This is an optimization exercise on Yosys and OpenROAD, whose aim is small area, a short achievable clock period and few clock cycles per item, not a production implementation. Power and IR drop assume default switching activity.

==> flow/design.v <==
package lprl_pkg;
    localparam int ENTRIES = 16;
    localparam int ADDR_W  = 32;
    localparam int INDEX_W = 4;
    localparam int LEN_W   = 6;
    function automatic logic [LEN_W-1:0] lead_ones(input logic [ADDR_W-1:0] m);
        logic [LEN_W-1:0] n;
        n = LEN_W'(ADDR_W);
        for (int i = 0; i < ADDR_W; i++)
        begin
            if (!m[i])
            begin
                n = LEN_W'(ADDR_W - 1 - i);
            end
        end
        lead_ones = n;
    endfunction
endpackage
import lprl_pkg::*;
module lprl_ctrl
(
    input  logic [ENTRIES-1:0] alive_in,
    input  logic [ENTRIES-1:0] b1,
    input  logic [ENTRIES-1:0] b0,
    output logic [ENTRIES-1:0] alive_out,
    output logic [1:0]         best
);
    logic any_hi;
    logic any_11;
    logic any_b0;
    assign any_hi = |(alive_in & b1);
    assign any_11 = |(alive_in & b1 & b0);
    assign any_b0 = |(alive_in & b0);
    assign best[1] = any_hi;
    assign best[0] = any_hi ? any_11 : any_b0;
    always_comb
    begin
        for (int i = 0; i < ENTRIES; i++)
        begin
            alive_out[i] = alive_in[i] && (b1[i] == best[1]) && (b0[i] == best[0]);
        end
    end
endmodule
module lprl_step1
(
    input  logic [ENTRIES-1:0] alive_in,
    input  logic [ENTRIES-1:0] b1,
    input  logic [ENTRIES-1:0] b0,
    output logic               hit,
    output logic [INDEX_W-1:0] idx,
    output logic [1:0]         best
);
    logic [ENTRIES-1:0] set11;
    logic [ENTRIES-1:0] set1x;
    logic [INDEX_W-1:0] idx11;
    logic [INDEX_W-1:0] idx1x;
    logic [INDEX_W-1:0] idx_all;
    assign set11 = alive_in & b1 & b0;
    assign set1x = alive_in & b1;
    assign best[1] = |set1x;
    assign best[0] = |set11;
    assign hit     = |alive_in;
    always_comb
    begin
        idx11   = '0;
        idx1x   = '0;
        idx_all = '0;
        for (int i = ENTRIES - 1; i >= 0; i--)
        begin
            if (set11[i])
            begin
                idx11 = INDEX_W'(i);
            end
            if (set1x[i])
            begin
                idx1x = INDEX_W'(i);
            end
            if (alive_in[i])
            begin
                idx_all = INDEX_W'(i);
            end
        end
    end
    assign idx = best[0] ? idx11 : (best[1] ? idx1x : idx_all);
endmodule
import lprl_pkg::*;
module lprl_dp
(
    input  logic [ADDR_W-1:0]              addr,
    input  logic [ENTRIES-1:0][ADDR_W-1:0] c1,
    input  logic [ENTRIES-1:0][ADDR_W-1:0] c0,
    output logic [ENTRIES-1:0]             match_hi,
    output logic [ENTRIES-1:0]             match_lo
);
    always_comb
    begin
        for (int i = 0; i < ENTRIES; i++)
        begin
            match_hi[i] = (((c1[i][31:16] & ~addr[31:16]) | (c0[i][31:16] & addr[31:16])) == '0);
            match_lo[i] = (((c1[i][15:0] & ~addr[15:0]) | (c0[i][15:0] & addr[15:0])) == '0);
        end
    end
endmodule
import lprl_pkg::*;
module longest_prefix_route_lookup
(
    input  logic               clk,
    input  logic               rst_n,
    input  logic               req_valid,
    output logic               req_ready,
    input  logic               req_func,
    input  logic [INDEX_W-1:0] req_entry_index,
    input  logic               req_entry_valid,
    input  logic [ADDR_W-1:0]  req_entry_prefix,
    input  logic [ADDR_W-1:0]  req_entry_mask,
    input  logic [ADDR_W-1:0]  req_lookup_addr,
    output logic               rsp_valid,
    input  logic               rsp_ready,
    output logic               rsp_hit,
    output logic [INDEX_W-1:0] rsp_best_index,
    output logic [LEN_W-1:0]   rsp_best_length
);
    logic [ENTRIES-1:0][ADDR_W-1:1] c1_mem;
    logic [ENTRIES-1:0][ADDR_W-1:1] c0_mem;
    logic [ENTRIES-1:0]             c1_b0;
    logic [ENTRIES-1:0]             c0_b0;
    logic [ENTRIES-1:0][1:0]        k43_mem;
    logic [ENTRIES-1:0][1:0]        k21_mem;
    logic [ENTRIES-1:0][1:0]        k0f_mem;
    logic               adv;
    logic               acc;
    logic               wr;
    logic [ENTRIES-1:0] wr_sel;
    logic [ADDR_W-1:0]  wr_c1;
    logic [ADDR_W-1:0]  wr_c0;
    logic [LEN_W-1:0]   wr_len;
    logic [LEN_W-1:0]   wr_key;
    logic               s1_v;
    logic [ENTRIES-1:0] s1_hi;
    logic [ENTRIES-1:0] s1_lo;
    logic [ENTRIES-1:0] s1_alive;
    logic               s2_v;
    logic [ENTRIES-1:0] s2_alive;
    logic [1:0]         s2_key;
    logic               s3_v;
    logic [ENTRIES-1:0] s3_alive;
    logic [3:0]         s3_key;
    logic               wa_v;
    logic [INDEX_W-1:0] wa_idx;
    logic [LEN_W-1:0]   wa_key;
    logic               wb_v;
    logic [INDEX_W-1:0] wb_idx;
    logic [1:0]         wb_key;
    logic               out_v;
    logic               out_hit;
    logic [INDEX_W-1:0] out_idx;
    logic [LEN_W-1:0]   out_len;
    logic               sk_v;
    logic               sk_hit;
    logic [INDEX_W-1:0] sk_idx;
    logic [LEN_W-1:0]   sk_len;
    logic               rdy_q;
    assign adv       = !sk_v;
    assign req_ready = rdy_q;
    assign acc       = req_valid && adv;
    assign wr        = acc && (req_func == 1'b0);
    always_comb
    begin
        for (int i = 0; i < ENTRIES; i++)
        begin
            wr_sel[i] = wr && (req_entry_index == INDEX_W'(i));
        end
    end
    assign wr_c1  = (req_entry_prefix & req_entry_mask) | {31'd0, !req_entry_valid};
    assign wr_c0  = (~req_entry_prefix & req_entry_mask) | {31'd0, !req_entry_valid};
    assign wr_len = lprl_pkg::lead_ones(req_entry_mask);
    assign wr_key = {wr_len[5], wr_len[4:0] | {5{wr_len[5]}}};
    always_ff @(posedge clk)
    begin
        for (int i = 0; i < ENTRIES; i++)
        begin
            if (wr_sel[i])
            begin
                c1_mem[i]  <= wr_c1[ADDR_W-1:1];
                c0_mem[i]  <= wr_c0[ADDR_W-1:1];
            end
            if (adv && wa_v && (wa_idx == INDEX_W'(i)))
            begin
                k43_mem[i] <= wa_key[4:3];
                k21_mem[i] <= wa_key[2:1];
            end
            if (adv && wb_v && (wb_idx == INDEX_W'(i)))
            begin
                k0f_mem[i] <= wb_key;
            end
        end
    end
    always_ff @(posedge clk or negedge rst_n)
    begin
        if (!rst_n)
        begin
            c1_b0 <= '1;
            c0_b0 <= '1;
        end
        else
        begin
            for (int i = 0; i < ENTRIES; i++)
            begin
                if (wr_sel[i])
                begin
                    c1_b0[i] <= wr_c1[0];
                    c0_b0[i] <= wr_c0[0];
                end
            end
        end
    end
    logic [ENTRIES-1:0] match_hi;
    logic [ENTRIES-1:0] match_lo;
    logic [ENTRIES-1:0][ADDR_W-1:0] c1_all;
    logic [ENTRIES-1:0][ADDR_W-1:0] c0_all;
    always_comb
    begin
        for (int i = 0; i < ENTRIES; i++)
        begin
            c1_all[i] = {c1_mem[i], c1_b0[i]};
            c0_all[i] = {c0_mem[i], c0_b0[i]};
        end
    end
    lprl_dp u_dp (
        .addr     (req_lookup_addr),
        .c1       (c1_all),
        .c0       (c0_all),
        .match_hi (match_hi),
        .match_lo (match_lo)
    );
    assign s1_alive = s1_hi & s1_lo;
    logic [ENTRIES-1:0] k4, k3, k2, k1, k0, kf;
    logic [ENTRIES-1:0] alive2, alive3;
    logic [1:0]         best43, best21, best0f;
    always_comb
    begin
        for (int i = 0; i < ENTRIES; i++)
        begin
            k4[i] = k43_mem[i][1];
            k3[i] = k43_mem[i][0];
            k2[i] = k21_mem[i][1];
            k1[i] = k21_mem[i][0];
            k0[i] = k0f_mem[i][1];
            kf[i] = k0f_mem[i][0];
        end
    end
    lprl_ctrl u_st43 (.alive_in(s1_alive), .b1(k4), .b0(k3), .alive_out(alive2), .best(best43));
    lprl_ctrl u_st21 (.alive_in(s2_alive), .b1(k2), .b0(k1), .alive_out(alive3), .best(best21));
    logic               enc_hit;
    logic [INDEX_W-1:0] enc_idx;
    logic [LEN_W-1:0]   enc_len;
    lprl_step1 u_st0f (.alive_in(s3_alive), .b1(k0), .b0(kf), .hit(enc_hit), .idx(enc_idx), .best(best0f));
    assign enc_len = best0f[0] ? LEN_W'(32) : {1'b0, s3_key, best0f[1]};
    always_ff @(posedge clk)
    begin
        if (adv)
        begin
            s1_hi    <= (req_func == 1'b1) ? match_hi : '0;
            s1_lo    <= match_lo;
            s2_alive <= alive2;
            s2_key   <= best43;
            s3_alive <= alive3;
            s3_key   <= {s2_key, best21};
            wa_idx   <= req_entry_index;
            wa_key   <= wr_key;
            wb_idx   <= wa_idx;
            wb_key   <= {wa_key[0], wa_key[5]};
        end
    end
    always_ff @(posedge clk or negedge rst_n)
    begin
        if (!rst_n)
        begin
            s1_v <= 1'b0;
            s2_v <= 1'b0;
            s3_v <= 1'b0;
            wa_v <= 1'b0;
            wb_v <= 1'b0;
        end
        else if (adv)
        begin
            s1_v <= acc;
            s2_v <= s1_v;
            s3_v <= s2_v;
            wa_v <= wr;
            wb_v <= wa_v;
        end
    end
    logic push;
    assign push = adv && s3_v;
    always_ff @(posedge clk or negedge rst_n)
    begin
        if (!rst_n)
        begin
            out_v <= 1'b0;
            sk_v  <= 1'b0;
            rdy_q <= 1'b1;
        end
        else
        begin
            out_v <= sk_v || push || (out_v && !rsp_ready);
            sk_v  <= (sk_v || push) && out_v && !rsp_ready;
            rdy_q <= !((sk_v || push) && out_v && !rsp_ready);
        end
    end
    always_ff @(posedge clk)
    begin
        if (!out_v || rsp_ready)
        begin
            if (sk_v)
            begin
                out_hit <= sk_hit;
                out_idx <= sk_idx;
                out_len <= sk_len;
            end
            else
            begin
                out_hit <= enc_hit;
                out_idx <= enc_idx;
                out_len <= enc_len;
            end
        end
        if (!sk_v)
        begin
            sk_hit <= enc_hit;
            sk_idx <= enc_idx;
            sk_len <= enc_len;
        end
    end
    assign rsp_valid       = out_v;
    assign rsp_hit         = out_hit;
    assign rsp_best_index  = out_idx;
    assign rsp_best_length = out_len;
endmodule
Settings: LEC_CHECK=0, ABC_CLOCK_PERIOD_IN_PS=2500, CAP_MARGIN=20, CORE_MARGIN=2, CORE_UTILIZATION=40, SETUP_SLACK_MARGIN=2.8, SLEW_MARGIN=20, TNS_END_PERCENT=5; clock period 5.0 ns.
standard.sh (not shown) runs the stock make flow with config.mk's settings and CLKGATE_MAP_FILE= SYNTH_SCRIPT=/design/flow/synth_recipe.tcl, a recipe that flattens the netlist after the stock synthesis.
==> flow/flow/run.sh <==
#!/bin/bash
# The standard layout with a few changes:
#  - port buffers are buf_2 instead of the delay cell buffer_ports picks by default
#  - the resizer may swap a cell for one with another footprint
#  - clock tree: sink clusters of 16, clkbuf_8 and clkbuf_16, no dummy loads
#  - after the standard synthesis, each mux2i_1 whose select net drives four
#    or more of them becomes an a22oi_1 fed by one shared inverter of that
#    net (same function, smaller); the rewrite is kept only if Yosys proves
#    the netlists equivalent. Registers are not touched.
set -uo pipefail
W=$PWD
VARS=(
  MATCH_CELL_FOOTPRINT=0
  "BUFFER_PORTS_ARGS=-buffer_cell sky130_fd_sc_hd__buf_2"
  "CTS_ARGS=-sink_clustering_enable -repair_clock_nets -buf_list {sky130_fd_sc_hd__clkbuf_8 sky130_fd_sc_hd__clkbuf_16} -sink_clustering_size 16 -sink_clustering_max_diameter 70 -dont_use_dummy_load"
)
bash standard.sh "${VARS[@]}" synth > synth.log 2>&1
R=$W/orfs/results/sky130hd/longest_prefix_route_lookup/base
LIB=$FLOW_HOME/platforms/sky130hd/lib/sky130_fd_sc_hd__tt_025C_1v80.lib
if [[ -f $R/1_2_yosys.v ]]; then
  cp $R/1_2_yosys.v $W/standard_1_2_yosys.v
  if python3 $W/flow/remap.py $W/standard_1_2_yosys.v $W/remap_1_2_yosys.v 4 > remap.log 2>&1; then
    sed -e "s#@LIB@#$LIB#" -e "s#@GOLD@#$W/standard_1_2_yosys.v#" -e "s#@GATE@#$W/remap_1_2_yosys.v#" \
      $W/flow/eq.ys.in > $W/eq.ys
    if yosys -q $W/eq.ys > eq.log 2>&1; then
      echo "equivalent: using the rewritten netlist" >> remap.log
      cp $W/remap_1_2_yosys.v $R/1_2_yosys.v
      rm -f $R/1_synth.odb $R/1_synth.sdc
    else
      echo "not proven equivalent: keeping the standard netlist" >> remap.log
    fi
  fi
fi
bash standard.sh "${VARS[@]}" finish > flow.log 2>&1
Other scripts of this flow, unchanged in this note and not shown: flow/flow/eq.ys.in, flow/flow/remap.py
The baseline finished clean.
==> next run, changes <==
--- a/flow/flow/run.sh
+++ b/flow/flow/run.sh
@@ -5 +5 @@
-#  - clock tree: sink clusters of 16, clkbuf_8 and clkbuf_16, no dummy loads
+#  - clock tree: large sink clusters of clkbuf_16, no dummy loads
@@ -15 +15 @@
-  "CTS_ARGS=-sink_clustering_enable -repair_clock_nets -buf_list {sky130_fd_sc_hd__clkbuf_8 sky130_fd_sc_hd__clkbuf_16} -sink_clustering_size 16 -sink_clustering_max_diameter 70 -dont_use_dummy_load"
+  "CTS_ARGS=-sink_clustering_enable -repair_clock_nets -buf_list sky130_fd_sc_hd__clkbuf_16 -sink_clustering_size 28 -sink_clustering_max_diameter 120 -dont_use_dummy_load"
Result: Via count goes down slightly; worst hold slack loses 0.011 ns; setup slack improves by 0.034 ns; clock power went down by a quarter to a third; clock skew climbs by 0.0097 ns; power falls by a little under a tenth.
Function was not checked in any run of this note: the RTL went through the layout flow alone.

-- separate check: timing with driven ports --
Ports are ideal in the flow. The routed layouts listed here were re-timed in OpenROAD.
Step 1, drivers: a clkbuf_16 drives clk and a buf_2 each remaining input, both assumed.
Step 2 moves the port delays by t, midway between the first and last clock arrival at a register: inputs arrive t later, outputs are due t later. That takes back most of the time a late clock gives input paths.
a / b / c = ideal ports / drivers / drivers and shift; a / b = the first two.
run | t (ns) | setup slack, ns | worst slew at a driven data input, ns
the first run | 0.716 | 2.544 / 2.580 / 1.864 | 0.19
the second run | 0.731 | 2.579 / 2.614 / 1.892 | 0.18
After both steps every run listed still meets setup and hold. For the second run, which loses most, drivers alone change the setup slack by +0.035 ns; drivers and shift together by -0.687 ns.
